Background: an optimization exercise with open tools, aiming at small area, a short achievable clock period and few clock cycles per item. Do not read the settings as production practice. At most, simulation tests tie the RTL to the original design; equivalence was not proved.

==> flow/design.v (excerpt) <==
module polar_decoder
(
    input  wire                  clk,
    input  wire                  rst_n,
    input  wire                  module_en,
    input  wire  [192-1:0]  rdata,
    output logic [11-1:0]  raddr,
    output logic [6-1:0]  waddr,
    output logic [16-1:0]  wdata,
    output logic                 wen,
    output logic                 proc_done
);
For scale: roughly 230 I/O pins.
export LEC_CHECK = 0
export ABC_AREA = 1
export CAP_MARGIN = 20
export CORE_MARGIN = 2
export CORE_UTILIZATION = 55
export PLACE_DENSITY = 0.75
export SETUP_SLACK_MARGIN = 4.0
export SLEW_MARGIN = 20
export TNS_END_PERCENT = 100
create_clock -name core_clock -period 10.0 [get_ports {clk}]
run.sh (not shown) runs the stock make flow with config.mk's settings and CLKGATE_MAP_FILE= SYNTH_SCRIPT=/design/flow/synth_recipe.tcl, a recipe that flattens the netlist after the stock synthesis.
Rerun with:
--- a/flow/design.v
+++ b/flow/design.v
@@ -84,29 +84,27 @@
     output logic        eq           
 );
     logic [W:0] d1;
     logic [W:0] below;       
     if (FAST) begin : g_fast
         pfx_add #(.W(W+1)) u_s  (.x({1'b0, b[W-1:0]}), .y({1'b0, a[W-1:0]}), .cin(1'b0), .s(sum));
         pfx_add #(.W(W+1)) u_d1 (.x({1'b0, b[W-1:0]}), .y(~{1'b0, a[W-1:0]}), .cin(1'b1), .s(d1));
     end else begin : g_slow
         assign sum = {1'b0, b[W-1:0]} + {1'b0, a[W-1:0]};
         assign d1  = {1'b0, b[W-1:0]} - {1'b0, a[W-1:0]};
     end
     always_comb begin
-        below = {d1[W-1:0], 1'b0};
-        for (int d = 1; d <= W; d = d * 2) begin
-            for (int j = W; j >= d; j--) begin
-                below[j] = below[j] | below[j-d];
-            end
+        below[0] = 1'b0;
+        for (int j = 1; j <= W; j++) begin
+            below[j] = below[j-1] | d1[j-1];
         end
     end
     assign b_ge = ~d1[W];
     assign dif  = d1 ^ ({(W+1){d1[W]}} & below);
     assign eq   = (a[W-1:0] == b[W-1:0]);
 endmodule
 module pe_g_sel #(parameter int W = 12)
 (
     input  wire         sa,
     input  wire         sb,
     input  wire         nza,
     input  wire         nzb,
@@ -274,29 +272,27 @@
         4'd15, 4'd14, 4'd13, 4'd10, 4'd12, 4'd9, 4'd8, 4'd4,
         4'd11, 4'd7,  4'd6,  4'd3,  4'd5,  4'd2, 4'd1, 4'd0
     };
     for (genvar i = 0; i < 16; i++) begin : g_frz
         assign frozen_a[i] = ({1'b0, RANK[4*i +: 4]} + {1'b0, a_k}) < 6'd16;
     end
     assign fr_a = a_right ? frozen_a[15:8] : frozen_a[7:0];
     for (genvar i = 0; i < 16; i++) begin : g_sm
         logic [11:0] c;
         logic [11:0] below;      
         assign c = rdata[12*i +: 12];
         always_comb begin
-            below = {c[10:0], 1'b0};
-            for (int d = 1; d < 12; d = d * 2) begin
-                for (int j = 11; j >= d; j--) begin
-                    below[j] = below[j] | below[j-d];
-                end
+            below[0] = 1'b0;
+            for (int j = 1; j < 12; j++) begin
+                below[j] = below[j-1] | c[j-1];
             end
         end
         assign ch_sm[13*i +: 13] = {c[11], c ^ ({12{c[11]}} & below)};
     end
     for (genvar i = 0; i < 8; i++) begin : g_root
         logic [12:0] fa, fb, fv;
         logic [12:0] ga, gb;
         logic [12:0] sum, dif;
         logic        ge, eq;
         logic [13:0] gv;
         logic        gnz;
         assign fa = ch_sm[13*i +: 13];
Outcome: Clock skew barely changes. Maximum frequency barely changes. Non-clock buffer count rose by 17. Utilization is about the same. Hold slack improved by 0.017 ns. Wire length fell by a few percent. Cell area fell slightly. Global-route usage fell by 0.57 points.
Testbench counts after the change, summed over its fixed seeds: cycles 2,238, packets 760.
No functional check of the RTL was part of the first run of this note.

========
## R
RTL: one of the versions met above, not the one the previous note started from.
For scale: roughly 230 I/O pins, ~57000 um2 of cells after synthesis.
==> module sc_quarter, before the edit <==
module sc_quarter #(parameter int W = 13)
(
    input  wire [4*(W+1)-1:0] y,
    input  wire [3:0]         nz,
    input  wire [3:0]         fr,
    output logic [3:0]        u,
    output logic [3:0]        ps
);
    logic [W:0]   y0, y1, y2, y3;
    logic [W:0]   l0, l1;
    logic [W:0]   sum0, dif0, sum1, dif1;
    logic         ge0, eq0, ge1, eq1;
    logic [3:0]   v0, v1;
    logic [1:0]   sel;
    assign y0 = y[0*(W+1) +: W+1];
    assign y1 = y[1*(W+1) +: W+1];
    assign y2 = y[2*(W+1) +: W+1];
    assign y3 = y[3*(W+1) +: W+1];
    assign l0 = {y0[W] ^ y2[W], ge0 ? y0[W-1:0] : y2[W-1:0]};
    assign l1 = {y1[W] ^ y3[W], ge1 ? y1[W-1:0] : y3[W-1:0]};
    leaf_pair #(.W(W)) u_la (.l0(l0), .l1(l1), .nz0(nz[0] & nz[2]), .nz1(nz[1] & nz[3]),
                             .fr0(fr[0]), .fr1(fr[1]), .u0(u[0]), .u1(u[1]));
    pe_g_pre #(.W(W)) u_g0 (.a(y0), .b(y2), .sum(sum0), .dif(dif0), .b_ge(ge0), .eq(eq0));
    pe_g_pre #(.W(W)) u_g1 (.a(y1), .b(y3), .sum(sum1), .dif(dif1), .b_ge(ge1), .eq(eq1));
    for (genvar j = 0; j < 4; j++) begin : g_spec
        logic [W+1:0] c0, c1;
        logic         nzc0, nzc1;
        pe_g_sel #(.W(W)) u_s0 (.sa(y0[W]), .sb(y2[W]), .nza(nz[0]), .nzb(nz[2]),
                                .sum(sum0), .dif(dif0), .b_ge(ge0), .eq(eq0), .t(j[0]),
                                .y(c0), .nz(nzc0));
        pe_g_sel #(.W(W)) u_s1 (.sa(y1[W]), .sb(y3[W]), .nza(nz[1]), .nzb(nz[3]),
                                .sum(sum1), .dif(dif1), .b_ge(ge1), .eq(eq1), .t(j[1]),
                                .y(c1), .nz(nzc1));
        leaf_pair #(.W(W+1)) u_lb (.l0(c0), .l1(c1), .nz0(nzc0), .nz1(nzc1),
                                   .fr0(fr[2]), .fr1(fr[3]), .u0(v0[j]), .u1(v1[j]));
    end
    assign sel  = {u[1], u[0] ^ u[1]};
    assign u[2] = v0[sel];
    assign u[3] = v1[sel];
    assign ps   = {u[3], u[2] ^ u[3], u[1] ^ u[3], u[0] ^ u[1] ^ u[2] ^ u[3]};
endmodule
Settings: LEC_CHECK=0, ABC_AREA=1, CAP_MARGIN=20, CORE_MARGIN=2, CORE_UTILIZATION=55, SETUP_SLACK_MARGIN=4.0, SLEW_MARGIN=20, TNS_END_PERCENT=100; clock period 10.0 ns.
Testbench counts of R, summed over its fixed seeds: cycles 2,238, packets 760.
## Diff of input files: S against R
-- flow/design.v --
<<< R, line 164
    assign y2 = y[2*(W+1) +: W+1];
    assign y3 = y[3*(W+1) +: W+1];
    assign l0 = {y0[W] ^ y2[W], ge0 ? y0[W-1:0] : y2[W-1:0]};
    assign l1 = {y1[W] ^ y3[W], ge1 ? y1[W-1:0] : y3[W-1:0]};
    leaf_pair #(.W(W)) u_la (.l0(l0), .l1(l1), .nz0(nz[0] & nz[2]), .nz1(nz[1] & nz[3]),
                             .fr0(fr[0]), .fr1(fr[1]), .u0(u[0]), .u1(u[1]));
>>> S, line 164
    assign y2 = y[2*(W+1) +: W+1];
    assign y3 = y[3*(W+1) +: W+1];
    pe_f #(.W(W)) u_f0 (.a(y0), .b(y2), .y(l0));
    pe_f #(.W(W)) u_f1 (.a(y1), .b(y3), .y(l1));
    leaf_pair #(.W(W)) u_la (.l0(l0), .l1(l1), .nz0(nz[0] & nz[2]), .nz1(nz[1] & nz[3]),
                             .fr0(fr[0]), .fr1(fr[1]), .u0(u[0]), .u1(u[1]));
### Flow results
S vs. R: number of pins with negative max-slew slack in the final report saw little to no change; number of cells on the critical path saw little to no change.
On post-layout instance area: S sits above R.
Diff R -> S: highest clock frequency the design can meet shows an increase of 0.76%, detail-routed net length per standard cell now smaller.
Total placed instance area: S and R compared, lower one is R
Between S and R, it is S whose layout-stage area growth over the synthesis result is lower, by 1.6 points.
R vs S, critical path launch point: u_ctrl.x_a[21] vs u_ctrl.x_a[57]
S went all the way through the flow, and no timing, DRC or antenna check failed.
No functional check of the RTL was part of S.

========
== alpha ==
Another version of the RTL of polar_decoder (not shown whole).
For scale: roughly 9400 cells after synthesis.
## polar_decoder
module polar_decoder
(
    input  wire                  clk,
    input  wire                  rst_n,
    input  wire                  module_en,
    input  wire  [192-1:0]  rdata,
    output logic [11-1:0]  raddr,
    output logic [6-1:0]  waddr,
    output logic [16-1:0]  wdata,
    output logic                 wen,
    output logic                 proc_done
);
    polar_pkg::msg_t  message;
    logic [4:0]       a_k;
    logic             llr_cycle;
    logic             a_right;
    logic             b_right;
    frame_sequencer u_seq (
        .clk       (clk),
        .rst_n     (rst_n),
        .module_en (module_en),
        .rdata     (rdata),
        .raddr     (raddr),
        .llr_cycle (llr_cycle),
        .a_k       (a_k),
        .a_right   (a_right),
        .b_right   (b_right),
        .message   (message),
        .waddr     (waddr),
        .wdata     (wdata),
        .wen       (wen),
        .proc_done (proc_done)
    );
    sc_controller u_ctrl (
        .clk       (clk),
        .rdata     (rdata),
        .llr_cycle (llr_cycle),
        .a_k       (a_k),
        .a_right   (a_right),
        .b_right   (b_right),
        .message   (message)
    );
endmodule
make LEC_CHECK=0 ABC_AREA=1 CAP_MARGIN=20 CORE_MARGIN=2 CORE_UTILIZATION=55 SETUP_SLACK_MARGIN=3.5 SLEW_MARGIN=20 TNS_END_PERCENT=100 finish   # period 10.0 ns
Input-level comparison between beta and alpha:
diff --git a/flow/design.v b/flow/design.v
--- a/flow/design.v
+++ b/flow/design.v
@@ -79,35 +79,32 @@
     input  wire [W:0]   a,
     input  wire [W:0]   b,
     output logic [W:0]  sum,
     output logic [W:0]  dif,         
     output logic        b_ge,        
     output logic        eq           
 );
     logic [W:0] d1;
+    logic [W:0] below;       
     if (FAST) begin : g_fast
-        logic [W:0] d2;
         pfx_add #(.W(W+1)) u_s  (.x({1'b0, b[W-1:0]}), .y({1'b0, a[W-1:0]}), .cin(1'b0), .s(sum));
         pfx_add #(.W(W+1)) u_d1 (.x({1'b0, b[W-1:0]}), .y(~{1'b0, a[W-1:0]}), .cin(1'b1), .s(d1));
-        pfx_add #(.W(W+1)) u_d2 (.x({1'b0, a[W-1:0]}), .y(~{1'b0, b[W-1:0]}), .cin(1'b1), .s(d2));
-        assign dif = d1[W] ? d2 : d1;
     end else begin : g_slow
-        logic [W:0] below;
         assign sum = {1'b0, b[W-1:0]} + {1'b0, a[W-1:0]};
         assign d1  = {1'b0, b[W-1:0]} - {1'b0, a[W-1:0]};
-        always_comb begin
-            below[0] = 1'b0;
-            for (int j = 1; j <= W; j++) begin
-                below[j] = below[j-1] | d1[j-1];
-            end
+    end
+    always_comb begin
+        below[0] = 1'b0;
+        for (int j = 1; j <= W; j++) begin
+            below[j] = below[j-1] | d1[j-1];
         end
-        assign dif = d1 ^ ({(W+1){d1[W]}} & below);
     end
     assign b_ge = ~d1[W];
+    assign dif  = d1 ^ ({(W+1){d1[W]}} & below);
     assign eq   = (a[W-1:0] == b[W-1:0]);
 endmodule
 module pe_g_sel #(parameter int W = 12)
 (
     input  wire         sa,
     input  wire         sb,
     input  wire         nza,
     input  wire         nzb,
@@ -289,34 +286,28 @@
         end
         assign ch_sm[13*i +: 13] = {c[11], c ^ ({12{c[11]}} & below)};
     end
     for (genvar i = 0; i < 8; i++) begin : g_root
         logic [12:0] fa, fb, fv;
         logic [12:0] ga, gb;
         logic [12:0] sum, dif;
         logic        ge, eq;
-        logic [13:0] gv0, gv1;
-        logic        gnz0, gnz1;
-        logic [13:0] xv0, xv1;
+        logic [13:0] gv;
+        logic        gnz;
         assign fa = ch_sm[13*i +: 13];
         assign fb = ch_sm[13*(i+8) +: 13];
         pe_f #(.W(12)) u_f (.a(fa), .b(fb), .y(fv));
         assign ga = ch_b[13*i +: 13];
         assign gb = ch_b[13*(i+8) +: 13];
         pe_g_pre #(.W(12), .FAST(0)) u_p (.a(ga), .b(gb), .sum(sum), .dif(dif), .b_ge(ge), .eq(eq));
-        pe_g_sel #(.W(12)) u_s0 (.sa(ga[12]), .sb(gb[12]), .nza(|ga[11:0]), .nzb(|gb[11:0]),
-                                 .sum(sum), .dif(dif), .b_ge(ge), .eq(eq), .t(1'b0),
-                                 .y(gv0), .nz(gnz0));
-        pe_g_sel #(.W(12)) u_s1 (.sa(ga[12]), .sb(gb[12]), .nza(|ga[11:0]), .nzb(|gb[11:0]),
-                                 .sum(sum), .dif(dif), .b_ge(ge), .eq(eq), .t(1'b1),
-                                 .y(gv1), .nz(gnz1));
-        assign xv0 = llr_cycle ? {fv[12], 1'b0, fv[11:0]} : gv0;
-        assign xv1 = llr_cycle ? {fv[12], 1'b0, fv[11:0]} : gv1;
-        assign x_d[XW*i +: XW] = left[i] ? xv1 : xv0;
+        pe_g_sel #(.W(12)) u_s (.sa(ga[12]), .sb(gb[12]), .nza(|ga[11:0]), .nzb(|gb[11:0]),
+                                .sum(sum), .dif(dif), .b_ge(ge), .eq(eq), .t(left[i]),
+                                .y(gv), .nz(gnz));
+        assign x_d[XW*i +: XW] = llr_cycle ? {fv[12], 1'b0, fv[11:0]} : gv;
     end
     half_stage_a #(.W(13)) u_sa (
         .x    (x_a),
         .fr   (fr_a[3:0]),
         .u    (u_a),
         .ps   (ps_a),
         .gpre (gpre_a)
     );
Findings:
- beta: all stages complete, timing, DRC and antenna checks passed
- Looking only at total number of nets in the final design, and setting everything else aside, the lower value of alpha and beta goes to beta.
- beta vs. alpha: distinct cell type count after synthesis up 9; maximum clock frequency went down; routability-driven placement congestion ratio fell by 8.1%; sequential cell area share went up by 1.2 points.
- Summary of beta over alpha: initial antenna violation count shrank by 28; share of the yosys chip area belonging to registers grew by 1.8 points; final area shrank by about 4.6%.
- Share of the clock period used by the worst path after layout (beta over alpha): increase, 0.40 points
- | slack of the critical path | higher: alpha |
- The higher wire length on met2 came out of alpha.
No run of this note included a check of the RTL's function; only the layout flow was run.

[separate check: timing with driven ports]
The flow's constraints put no driver on any port. The routed layouts listed below were extracted and timed again, unchanged, in two steps. Step 1: set_driving_cell puts a clkbuf_16 on clk and a buf_2 on each other input, an assumption about the parent block. Step 2, shift: input delay + t, output delay - t, t = (earliest + latest rising clock arrival at the registers) / 2. This alone moves slack from input paths to output paths. a / b / c = no drivers / after step 1 / after step 2; a / b = the first two.
| run | shift t [ns] | setup WS [ns] | hold slack, ns | worst register clock-pin slew, ns | worst slew at a driven data input, ns |
|---|---|---|---|---|---|
| the first run of note 1 | 0.736 | 4.141 / 4.141 / 3.887 | 0.301 / 0.301 / 0.301 | 0.07 / 0.07 | 0.11 |
| the second run of note 1 | 0.739 | 4.143 / 4.143 / 3.764 | 0.318 / 0.318 / 0.318 | 0.07 / 0.07 | 0.08 |
| R | 0.740 | 4.094 / 4.094 / 3.754 | 0.309 / 0.309 / 0.309 | 0.07 / 0.07 | 0.12 |
| S | 0.722 | 4.139 / 4.139 / 3.727 | 0.314 / 0.314 / 0.314 | 0.07 / 0.07 | 0.17 |
| alpha | 0.744 | 3.764 / 3.764 / 3.665 | 0.318 / 0.318 / 0.318 | 0.08 / 0.08 | 0.21 |
| beta | 0.728 | 3.724 / 3.724 / 3.126 | 0.301 / 0.301 / 0.301 | 0.07 / 0.07 | 0.08 |
After both steps every run listed still meets setup and hold. For beta, which loses most, drivers alone change the setup slack by 0.000 ns; drivers and shift together by -0.598 ns.
